What follows belongs to an exercise in optimizing a design on an open flow for small area and a short achievable clock period; a production flow would make more cautious choices. Only simulation tests tie the RTL to the original design; equivalence was not proved.

==> flow/design.v (outline; a module is shown in full before it is edited, if it fits) <==
// module fp_ones_below: 23 lines
// module fp_round: 32 lines
// module fp_sub: 54 lines
// module fp_mul_array: 1935 lines
// module fp_mul: 28 lines
// module fp_class: 32 lines
// module fp_module: 82 lines
module fp_module (
    input  logic                     i_clk,
    input  logic                     i_rst,
    input  fp_format_pkg::fp_word_t  i_data_r1,
    input  fp_format_pkg::fp_word_t  i_data_r2,
    input  logic [5-1:0]      i_alu_ctrl,
    output fp_format_pkg::fp_word_t  o_data,
    output logic                     o_invalid
);
  // ...
==> flow/flow/run.sh <==
#!/bin/bash
set -euo pipefail
export BUFFER_PORTS_ARGS="-buffer_cell sky130_fd_sc_hd__buf_2"
R=orfs/results/sky130hd/fp_module/base
bash standard.sh synth > standard_synth.log 2>&1
cp $R/1_2_yosys.v yosys_netlist_standard.v
python3 flow/fixpol.py yosys_netlist_standard.v $R/1_2_yosys.v > fixpol.log 2>&1
rm -f $R/1_synth.odb $R/1_synth.sdc
bash standard.sh finish > standard_flow.log 2>&1
==> flow/flow/fixpol.py <==
#!/usr/bin/env python3
"""Remove inverters around full-adder cells in a flat sky130 netlist.

A full adder is self-dual: FA(~a,~b,~c) = (~sum, ~cout). Every inverter is
folded into the polarity of the net it drives, each full adder is then
flipped or not so that as few nets as possible are needed in complemented
form, and one inverter is put back for each net that still is.

usage: fixpol.py IN.v OUT.v
"""
import re, sys

src_text = open(sys.argv[1]).read()

inst_re = re.compile(r'^(\s*)(sky130_fd_sc_hd__\w+)\s+(\S+)\s*\((.*?)\);\n', re.S | re.M)
pin_re = re.compile(r'\.(\w+)\(\s*(.*?)\s*\)(?=\s*[,)]|\s*$)', re.S)

OUT_PINS = {'X', 'Y', 'SUM', 'COUT', 'Q', 'Q_N', 'HI', 'LO'}
def is_inv(t):
    return re.fullmatch(r'sky130_fd_sc_hd__(clk)?inv_\d+', t) is not None
XOR_PAIR = {}
for w in ('2',):
    for d in ('1', '2', '4'):
        XOR_PAIR[f'sky130_fd_sc_hd__xor{w}_{d}'] = f'sky130_fd_sc_hd__xnor{w}_{d}'
        XOR_PAIR[f'sky130_fd_sc_hd__xnor{w}_{d}'] = f'sky130_fd_sc_hd__xor{w}_{d}'
def is_xor(t):
    return t in XOR_PAIR
def is_fa(t):
    return re.fullmatch(r'sky130_fd_sc_hd__fa_\d+', t) is not None

cells = []   # dicts: type, name, pins (list of [pin, net])
pieces = []  # text pieces and cell indices in order
pos = 0
for m in inst_re.finditer(src_text):
    pieces.append(src_text[pos:m.start()])
    body = m.group(4)
    pins = [[p, n.strip()] for p, n in re.findall(r'\.(\w+)\(([^()]*)\)', body)]
    cells.append({'indent': m.group(1), 'type': m.group(2), 'name': m.group(3), 'pins': pins})
    pieces.append(len(cells) - 1)
    pos = m.end()
pieces.append(src_text[pos:])

driver = {}
for i, c in enumerate(cells):
    for p, n in c['pins']:
        if p in OUT_PINS:
            driver[n] = (i, p)

# canonical (source net, complemented) of each net, folding inverter chains
canon_cache = {}
def canon(n):
    if n in canon_cache:
        return canon_cache[n]
    d = driver.get(n)
    if d is not None and is_inv(cells[d[0]]['type']):
        a = [x for p, x in cells[d[0]]['pins'] if p == 'A'][0]
        s, pol = canon(a)
        r = (s, pol ^ 1)
    else:
        r = (n, 0)
    canon_cache[n] = r
    return r

port_nets = set()
hdr = re.findall(r'^\s*(?:output)\s+(?:\[[^\]]*\]\s*)?(\S+);', src_text, re.M)
for h in hdr:
    port_nets.add(h)

fa_ids = [i for i, c in enumerate(cells) if is_fa(c['type'])]
inv_ids = set(i for i, c in enumerate(cells) if is_inv(c['type']))
fa_index = {i: k for k, i in enumerate(fa_ids)}

# consumers: list of (cell index, pin index, source, pol)
consumers = []
for i, c in enumerate(cells):
    if i in inv_ids:
        continue
    for k, (p, n) in enumerate(c['pins']):
        if p in OUT_PINS:
            continue
        s, pol = canon(n)
        consumers.append((i, k, s, pol))

# inverter outputs that are also ports or feed non-cell uses: keep them simple by
# treating any port net driven by an inverter as a consumer of its source
port_consumers = []
for n in port_nets:
    d = driver.get(n)
    if d is not None and d[0] in inv_ids:
        s, pol = canon(n)
        port_consumers.append((n, s, pol))

flip = {i: 0 for i in fa_ids}
def src_flip(s):
    d = driver.get(s)
    if d is not None and d[0] in flip:
        return flip[d[0]]
    return 0

by_src = {}
for ci, (i, k, s, pol) in enumerate(consumers):
    by_src.setdefault(s, []).append(ci)
for (n, s, pol) in port_consumers:
    by_src.setdefault(s, []).append(('port', n, pol))

def need_inv(s):
    f = src_flip(s)
    for ci in by_src.get(s, []):
        if isinstance(ci, tuple):
            if ci[2] ^ f:
                return True
            continue
        i, k, _, pol = consumers[ci]
        if is_xor(cells[i]['type']):
            continue
        cf = flip.get(i, 0)
        if pol ^ cf ^ f:
            return True
    return False

fa_srcs = {}
for i in fa_ids:
    ss = set()
    for p, n in cells[i]['pins']:
        if p in OUT_PINS:
            ss.add(n)
        else:
            ss.add(canon(n)[0])
    fa_srcs[i] = ss

def local_cost(i):
    return sum(need_inv(s) for s in fa_srcs[i])

before = sum(need_inv(s) for s in by_src)
for it in range(20):
    changed = 0
    for i in fa_ids:
        c0 = local_cost(i)
        flip[i] ^= 1
        c1 = local_cost(i)
        if c1 < c0:
            changed += 1
        else:
            flip[i] ^= 1
    if not changed:
        break
after_srcs = [s for s in by_src if need_inv(s)]

def esc(n):
    return n + ' ' if n.startswith('\\') else n

# rewrite
newinv = {}
extra_wires = []
extra_cells = []
def comp_net(s):
    if s not in newinv:
        n = f'_fixpol_n{len(newinv)}_'
        newinv[s] = n
        extra_wires.append(n)
        extra_cells.append(f'  sky130_fd_sc_hd__inv_1 _fixpol_i{len(newinv)}_ (\n    .A({esc(s)}),\n    .Y({n})\n  );\n')
    return newinv[s]

ntoggle = 0
for (i, k, s, pol) in consumers:
    f = src_flip(s) ^ flip.get(i, 0) ^ pol
    if f and is_xor(cells[i]['type']):
        # an XOR absorbs a complemented input by becoming an XNOR, and back
        cells[i]['type'] = XOR_PAIR[cells[i]['type']]
        # xor cells drive X, xnor cells drive Y
        for pn in cells[i]['pins']:
            if pn[0] in ('X', 'Y'):
                pn[0] = 'Y' if 'xnor' in cells[i]['type'] else 'X'
        ntoggle += 1
        cells[i]['pins'][k][1] = s
        continue
    cells[i]['pins'][k][1] = comp_net(s) if f else s
# port nets driven by inverters: drive them with an assign-free buffer via inverter
port_fix = []
for (n, s, pol) in port_consumers:
    f = src_flip(s) ^ pol
    port_fix.append((n, s, f))

out = []
for pc in pieces:
    if isinstance(pc, str):
        out.append(pc)
        continue
    i = pc
    c = cells[i]
    if i in inv_ids:
        continue
    pins = ',\n'.join(f'    .{p}({esc(n)})' for p, n in c['pins'])
    out.append(f"{c['indent']}{c['type']} {c['name']} (\n{pins}\n  );\n")
text = ''.join(out)
add = ''.join(f'  wire {w};\n' for w in extra_wires)
add_cells = ''.join(extra_cells)
for (n, s, f) in port_fix:
    if f:
        add_cells += f'  sky130_fd_sc_hd__inv_1 _fixpol_p{len(add_cells)}_ (\n    .A({s}),\n    .Y({n})\n  );\n'
    else:
        add_cells += f'  sky130_fd_sc_hd__buf_1 _fixpol_p{len(add_cells)}_ (\n    .A({s}),\n    .X({n})\n  );\n'
idx = text.rfind('endmodule')
text = text[:idx] + add + add_cells + text[idx:]
open(sys.argv[2], 'w').write(text)
print(f'xor/xnor swaps {ntoggle}; inverters: {len(inv_ids)} before, {len(newinv)} after; flipped {sum(flip.values())} of {len(fa_ids)} full adders; needed {before} -> {len(after_srcs)}', file=sys.stderr)
==> flow/standard.sh <==
#!/bin/bash
# synth_recipe.tcl (not shown) runs the flow's synth.tcl, then flattens the netlist and writes it again
# the make line also repeats each setting of config.mk as NAME=value (left out here)
make -C /OpenROAD-flow-scripts/flow DESIGN_CONFIG=/design/flow/config.mk WORK_HOME=/design/flow/orfs CLKGATE_MAP_FILE= SYNTH_SCRIPT=/design/flow/synth_recipe.tcl "${@:-finish}"
==> flow/config.mk <==
export PLATFORM = sky130hd
export DESIGN_NAME = fp_module
export DESIGN_NICKNAME = fp_module
export VERILOG_FILES = /design/flow/design.v
export SDC_FILE = /design/flow/constraint.sdc
export NUM_CORES = 4
export LEC_CHECK = 0
export ABC_AREA = 1
export CAP_MARGIN = 0
export CORE_MARGIN = 2
export CORE_UTILIZATION = 40
export SETUP_SLACK_MARGIN = 5
export SLEW_MARGIN = 0
==> flow/constraint.sdc <==
create_clock -name core_clock -period 17.0 [get_ports {i_clk}]
set_input_delay 3.4000 -clock core_clock [delete_from_list [all_inputs] [get_ports {i_clk}]]
set_output_delay 3.4000 -clock core_clock [all_outputs]
set_load 0.01 [all_outputs]
==> flow_summary_export.csv, run 1 <==
group,metric,value,unit
timing,max_freq,86.3,MHz
finish,multi_input_area_share,80.2,%
timing,max_slew.worst_pin.slew,1.34,ns
worst_setup_path,crit_cells,58,
clock_network,hold_buffers,0,
finish,final-nonclk-buf-share,6.75,%
finish,num-fill-cells,6211,
global_routing,antenna_found_initial,3,
global_routing,grt_max_degree,46,
place,place_inst,4292,
finish,clock_buffers,6,
finish,top_register,"o_data",
global_routing,use_met2,49.2,%
clock_network,cts_made_buffers,5,
hold_path,hold_path_end,"o_data[5]",
worst_setup_path,cp_data_required_time,17.20,ns
worst_setup_path,crit_family,"simple AND/OR/NAND/NOR gates",
floorplan,dieArea,0.0630,sq mm
worst_setup_path,crit_top_cell,"nand2_1",
place,hpwl,70700,um
timing,slew_viol_final,0,
status,outcome,"timing/DRC/antenna clean",
drt,met2_length,44300,um
worst_setup_path,setup.worst_path.end_class,"register",
timing,relSlewSlack,9.83,%
finish,layout_common_cells,"nand2_1 (627), inv_1 (430), xor2_1 (316)",
drt,wl_met1,38900,um
finish,seq_share,2.40,%
worst_setup_path,setup.worst_path.start_class,"primary input",
drt,drtIter0Drc,2660,
drt,wl_per_cell,21.7,um
==> inputs of run 2 (changes only) <==
==> flow/flow/run.sh (replaced) <==
#!/bin/bash
set -euo pipefail
sed 's/SETUP_SLACK_MARGIN=5\b/SETUP_SLACK_MARGIN=5.5/' standard.sh > standard_m.sh
grep -q 'SETUP_SLACK_MARGIN=5.5' standard_m.sh
export BUFFER_PORTS_ARGS="-buffer_cell sky130_fd_sc_hd__buf_1"
R=orfs/results/sky130hd/fp_module/base
bash standard_m.sh synth > standard_synth.log 2>&1
cp $R/1_2_yosys.v yosys_netlist_standard.v
python3 flow/fixpol.py yosys_netlist_standard.v $R/1_2_yosys.v > fixpol.log 2>&1
rm -f $R/1_synth.odb $R/1_synth.sdc
bash standard_m.sh finish > standard_flow.log 2>&1
--- a/flow/config.mk
+++ b/flow/config.mk
@@ -7,7 +7,7 @@
 export LEC_CHECK = 0
 export ABC_AREA = 1
-export CAP_MARGIN = 0
+export CAP_MARGIN = 20
 export CORE_MARGIN = 2
 export CORE_UTILIZATION = 40
 export SETUP_SLACK_MARGIN = 5
-export SLEW_MARGIN = 0
+export SLEW_MARGIN = 20
==> run 2 against run 1 <==
Sequential cell count did not move; die area did not move; routed wire length rose by 3.9%; critical path depth did not move; critical endpoint is now o_data[27].
==> flow_summary_export.csv, run 2 <==
group,metric,value,unit
clock_network,cts_buffer_depth,2,
finish,final_nets,4219,
finish,insertedDiodeCount,0,
finish,reg_top3,"o_data (32), o_invalid (1)",
timing,max_freq,88.9,MHz
timing,setup_violations,0,
global_routing,antenna_found_initial,0,
clock_network,clk_pin_slew,0.05,ns
logic_synthesis,syn_area,0.0244,sq mm
finish,top_register,"o_data",
drt,vias_per_cell,5.90,
floorplan,core_area,0.0604,sq mm
clock_network,cts_tree,"done",
place,dp_slack,2.57,ns
finish,area_growth,18.5,%
worst_setup_path,worstPathMaxFanout,14,
finish,post-route-util,47.9,%
timing,setup_ws,5.75,ns
finish,drive_above_1_share,17.5,%
worst_setup_path,setup.worst_path.end_class,"register",
hold_path,worstHoldPathCells,4,
drt,drc_errors,0,
place,portBuffers,103,
place,hpwl,70300,um
global_routing,grt_max_degree,46,
worst_setup_path,cp.arrival,11.40,ns
floorplan,start_util,40.4,%
worst_setup_path,slowest_stage,"fa_2",
logic_synthesis,avgSynthCellArea,6.86,sq um
finish,num-fill-cells,6133,
floorplan,die_h,251,um
place,gp_congestion,0.958,
logic_synthesis,netlist_instances,3554,
global_routing,grt_pass1_wl,150000,um
run,cap_violations,0,
worst_setup_path,cp_data_required_time,17.15,ns
timing,rsz0062_at_grt,"yes",
worst_setup_path,crit_type,"primary input to register",
clock_network,cts_sinks,33,
global_routing,grt_pass1_vias,25700,
clock_network,cts_made_buffers,5,
floorplan,fp-row-count,90,
place,dpl_cell_area,0.0254,sq mm
drt,dr.pass1.iters,6,
floorplan,dieArea,0.0630,sq mm
timing,timing.final.crit_share,66.2,%
timing,finalSetupTns,0,ns
drt,num_vias,26600,
timing,whs,3.54,ns
timing,slew_viol_final,0,
finish,largest_reg_flops,32,
clock_network,htree_levels,2,
finish,stdcell_area,0.0289,sq mm
finish,final_common_cell,"nand2_1",
global_routing,grt.overflow.total,0,
timing,period_minus_slack,11.25,ns
global_routing,grt_util_all_layers,30.4,%
clock_network,cts_root_buffer,"clkbuf_16",
finish,layout_common_cells,"nand2_1 (611), inv_1 (416), xor2_1 (316)",
drt,ant_nets,0,
timing,max_slew.worst_pin.slew,1.05,ns
worst_setup_path,slowest_delay,0.44,ns
status,outcome,"timing/DRC/antenna clean",
floorplan,die_w,251,um
logic_synthesis,synth_nets,4051,
hold_path,min_path_type,"primary input to register",
worst_setup_path,setup.worst_path.start_class,"primary input",
logic_synthesis,yosysWarnings,6,
drt,drtIter0Drc,2661,
timing,hold_viol,0,
drt,wl_per_cell,22.1,um
timing,relSlewSlack,29.3,%
floorplan,io_pins,104,
worst_setup_path,crit_top_cell,"nand2_2",
drt,wl,99400,um
run 2: cell count changes in the layout (fill, tap and decap cells not counted), moves of 12 or more:
cell	previous run	this run
nand2_1	627	611
o21ai_0	107	95
a21oi_1	155	143
clkbuf_2	0	12
buf_1	0	61
buf_4	143	213
nor2_1	189	166
nand2_2	30	44
buf_2	92	20
inv_1	430	416
nor2_2	10	28
run 2: area by class of cell:
cell class	instances	area, sq um	area share [%]
multi-input cells	2871	22600	78.2
repair buffers	346	2680	9.26
inverters	453	1780	6.15
well taps	782	978	3.38
flip-flops and latches	33	661	2.29
clock buffers	7	143	0.493
repair inverters	12	77.6	0.268
run 2: final timing paths:
kind / from / end
worst max-delay path: i_data_r1[23] / o_data[27]
worst min-delay path: i_data_r1[22] / o_data[9]
run 2: through the flow:
step / std cells
2_1_floorplan: 3554
3_3_place_gp: 4303
3_5_place_dp: 4303
4_1_cts: 4391
5_1_grt: 4504
6_report: 4504
run 2: worst max-delay path, delay by kind of cell:
kind / cells / cell delay, ns
compound gates: 17 / 2.39
simple gates: 26 / 2.78
buf+inv: 9 / 1.18
xor+xnor: 2 / 0.40
fa+ha+maj: 4 / 1.17
run 2: timing repair:
item,CTS,global route
pin swaps,26,113
endpoints found under the setup margin,33,33
cloned,20,13
resized for setup,216,234
hold buffers,0,0
setup buffers,61,100
run 2: layer usage:
layer | global-route usage, % | share of wire [%] | routed length, um | vias up
met1 | 38.8 | 39 | 39200 | 12600
met3 | 4.35 | 8.8 | 8740 | 365
met5 | 0 | 0 | 0 | -
li1 | - | - | - | 12100
met4 | 14.7 | 6.1 | 6040 | 0
met2 | 50.6 | 46 | 45400 | 1478
==> inputs of run 3 (changes only) <==
==> flow/flow/run.sh (replaced) <==
#!/bin/bash
set -euo pipefail
# ABC maps for area without its own gate sizing (flow/abc_area.script);
# the timing repair after placement sizes the paths that need it.
rm -rf scripts_local
cp -r "$FLOW_HOME/scripts" scripts_local
cp flow/abc_area.script scripts_local/abc_area.script
export SCRIPTS_DIR="$PWD/scripts_local"
export BUFFER_PORTS_ARGS="-buffer_cell sky130_fd_sc_hd__buf_1"
R=orfs/results/sky130hd/fp_module/base
bash standard.sh synth > standard_synth.log 2>&1
cp $R/1_2_yosys.v yosys_netlist_standard.v
python3 flow/fixpol.py yosys_netlist_standard.v $R/1_2_yosys.v > fixpol.log 2>&1
rm -f $R/1_synth.odb $R/1_synth.sdc
bash standard.sh finish > standard_flow.log 2>&1
==> flow/flow/abc_area.script (new file) <==
strash
dch
map -B 0.9
--- a/flow/config.mk
+++ b/flow/config.mk
@@ -7,7 +7,7 @@
 export LEC_CHECK = 0
 export ABC_AREA = 1
-export CAP_MARGIN = 20
+export CAP_MARGIN = 0
 export CORE_MARGIN = 2
 export CORE_UTILIZATION = 40
 export SETUP_SLACK_MARGIN = 5
-export SLEW_MARGIN = 20
+export SLEW_MARGIN = 0
==> run 3 against run 2 <==
Design area shrank 2.0%; sequential cell count is the same; critical endpoint is now o_data[26]; critical path depth shrank 21; setup slack lost 0.34 ns; cell count shrank 0.87%; still clean; clock-buffer cell count is the same; sequential share of layout area is essentially flat; synthesized cell count shrank 6.0%; area after synthesis shrank 6.0%; core utilization grew 2.3 points; first-iteration DRC count grew 10%; critical path type unchanged.
==> flow_summary_export.csv, run 3 <==
group,metric,value,unit
drt,routed-wl-met3,11800,um
timing,period_minus_slack,11.59,ns
hold_path,min_from,"i_data_r1[31]",
finish,final_nets,4200,
timing,slew_viol_final,0,
timing,max_slew.worst_pin.slew,1.13,ns
place,hpwl,71700,um
finish,area_growth,23.5,%
global_routing,grt.overflow.total,0,
logic_synthesis,synth_nets,3839,
timing,finalSetupTns,0,ns
timing,relSlewSlack,24.4,%
floorplan,fp-row-count,87,
global_routing,grt_pass1_wl,149000,um
logic_synthesis,avgSynthCellArea,6.86,sq um
clock_network,cts_made_buffers,5,
clock_network,cts_root_buffer,"clkbuf_16",
logic_synthesis,netlist_instances,3342,
global_routing,grt_max_degree,46,
hold_path,hold_path_end,"o_data[0]",
place,portBuffers,103,
floorplan,core_area,0.0565,sq mm
drt,wl_met1,41100,um
hold_path,worstHoldPathCells,3,
logic_synthesis,syn_area,0.0229,sq mm
hold_path,min_path_type,"primary input to register",
timing,max_freq,86.3,MHz
finish,layout.cells.non_filler,4465,
finish,top_register,"o_data",
drt,drc_errors,0,
logic_synthesis,yosysWarnings,6,
clock_network,clk_pin_slew,0.05,ns
drt,wl_per_cell,22.4,um
worst_setup_path,setup.worst_path.end_class,"register",
clock_network,cts_sinks,33,
worst_setup_path,setup.worst_path.start_class,"primary input",
finish,reg_top3,"o_data (32), o_invalid (1)",
finish,largest_reg_flops,32,
drt,highest_layer,"met5",
drt,wl,99900,um
place,place_inst,4268,
timing,timing.final.crit_share,68.2,%
finish,num-fill-cells,5782,
floorplan,dieArea,0.0593,sq mm
worst_setup_path,slowest_delay,0.70,ns
floorplan,io_pins,104,
timing,whs,3.52,ns
worst_setup_path,crit_top_cell,"buf_4",
floorplan,start_util,40.6,%
worst_setup_path,slowest_stage,"inv_1",
floorplan,die_w,243,um
clock_network,htree_levels,2,
drt,dr.pass1.iters,7,
timing,rsz0062_at_grt,"no",
timing,setup_violations,0,
clock_network,cts_tree,"done",
place,gp_congestion,1.01,
worst_setup_path,worstPathMaxFanout,22,
drt,vias_per_cell,5.93,
clock_network,hold_buffers,0,
drt,drtIter0Drc,2939,
drt,met2_length,41500,um
clock_network,cts_buffer_depth,2,
drt,num_vias,26500,
global_routing,grt_util_all_layers,32.1,%
drt,ant_nets,0,
finish,layout_common_cells,"nand2_1 (631), inv_1 (414), o22ai_1 (298)",
worst_setup_path,crit_type,"primary input to register",
global_routing,grt_pass1_vias,24900,
run,cap_violations,0,
finish,final_common_cell,"nand2_1",
global_routing,antenna_found_initial,9,
place,dp_slack,2.61,ns
finish,drive_above_1_share,15.4,%
timing,setup_ws,5.41,ns
floorplan,die_h,243,um
status,outcome,"timing/DRC/antenna clean",
timing,hold_viol,0,
worst_setup_path,cp.arrival,11.79,ns
worst_setup_path,cp_data_required_time,17.20,ns
run 3: metrics by stage:
step / util [%] / area, sq um
6_report: 50.2 / 28300
5_1_grt: 50.2 / 28300
4_1_cts: 46.8 / 26400
3_5_place_dp: 44.8 / 25300
3_3_place_gp: 44.8 / 25300
2_1_floorplan: - / 23400
run 3: final cells by class:
type	count	area (sq um)	area share, %
clock inverters	1	5.00	0.0177
well taps	756	946	3.34
multi-input cells	2872	22200	78.4
clock buffers	7	153	0.539
inverters	452	1810	6.38
repair inverters	8	52.6	0.185
flip-flops and latches	33	661	2.33
diodes	5	12.5	0.0442
repair buffers	331	2470	8.73
run 3: worst max-delay path by stage:
stage | end | startpoint | slack (ns) | depth (start not counted)
after floorplan | o_data[23] | i_data_r1[0] | 4.90 | 60
after global placement | o_data[25] | i_data_r2[7] | 2.50 | 55
after detailed placement | o_data[19] | i_data_r2[24] | 2.61 | 38
after CTS | o_data[5] | i_data_r1[23] | 5.00 | 59
after global routing | o_data[16] | i_data_r2[5] | 4.93 | 65
final | o_data[26] | i_data_r1[24] | 5.41 | 37
run 3: timing repair:
action,CTS,global route
cloned,18,11
buffers inserted,49,106
resized for setup,121,228
endpoints found under the setup margin,33,33
pin swaps,20,62
run 3: critical path: cells and delay by family:
kind / cells / cell delay (ns)
xor+xnor: 1 / 0.30
fa+ha+maj: 6 / 2.97
simple gates: 10 / 1.12
buf+inv: 12 / 2.37
compound gates: 8 / 1.60
run 3: metal layers:
| layer | track usage, % | up-vias |
|---|---|---|
| li1 | - | 12100 |
| met1 | 44.8 | 12400 |
| met2 | 47.6 | 1598 |
| met3 | 7.26 | 349 |
| met4 | 13.3 | 6 |
| met5 | 0 | - |

## afterwards: timing with drivers on the ports
In the flow no input, the clock included, has a driving cell. The finished layouts below were timed again as built, in two steps. Step 1 sets driving cells, clkbuf_16 on the clock port and buf_2 on the other inputs (assumed; they add their load-dependent delay and slew). Step 2 adds t to the input delays and takes it off the output delays; t is the mean of the earliest and latest rising clock arrival at the registers after step 1. Input paths then give back, and output paths get back, about the clock's delay inside the block. a / b / c = ideal ports / drivers / drivers and shift; a / b = the first two.
run | t (ns) | setup WS [ns] | worst hold slack (ns) | worst setup path after step 2 | pins driven straight from the clock port
run 1 | 0.309 | 5.415 / 5.288 / 4.979 | 3.473 / 3.465 / 3.774 | input to register | 1
run 2 | 0.302 | 5.751 / 5.753 / 5.451 | 3.541 / 3.527 / 3.805 | input to register | 1
run 3 | 0.306 | 5.409 / 5.378 / 5.072 | 3.517 / 3.508 / 3.807 | input to register | 1
After both steps every run listed still meets setup and hold. The setup slack of run 1, which loses most, moves by -0.127 ns with the drivers and by -0.436 ns with both steps.
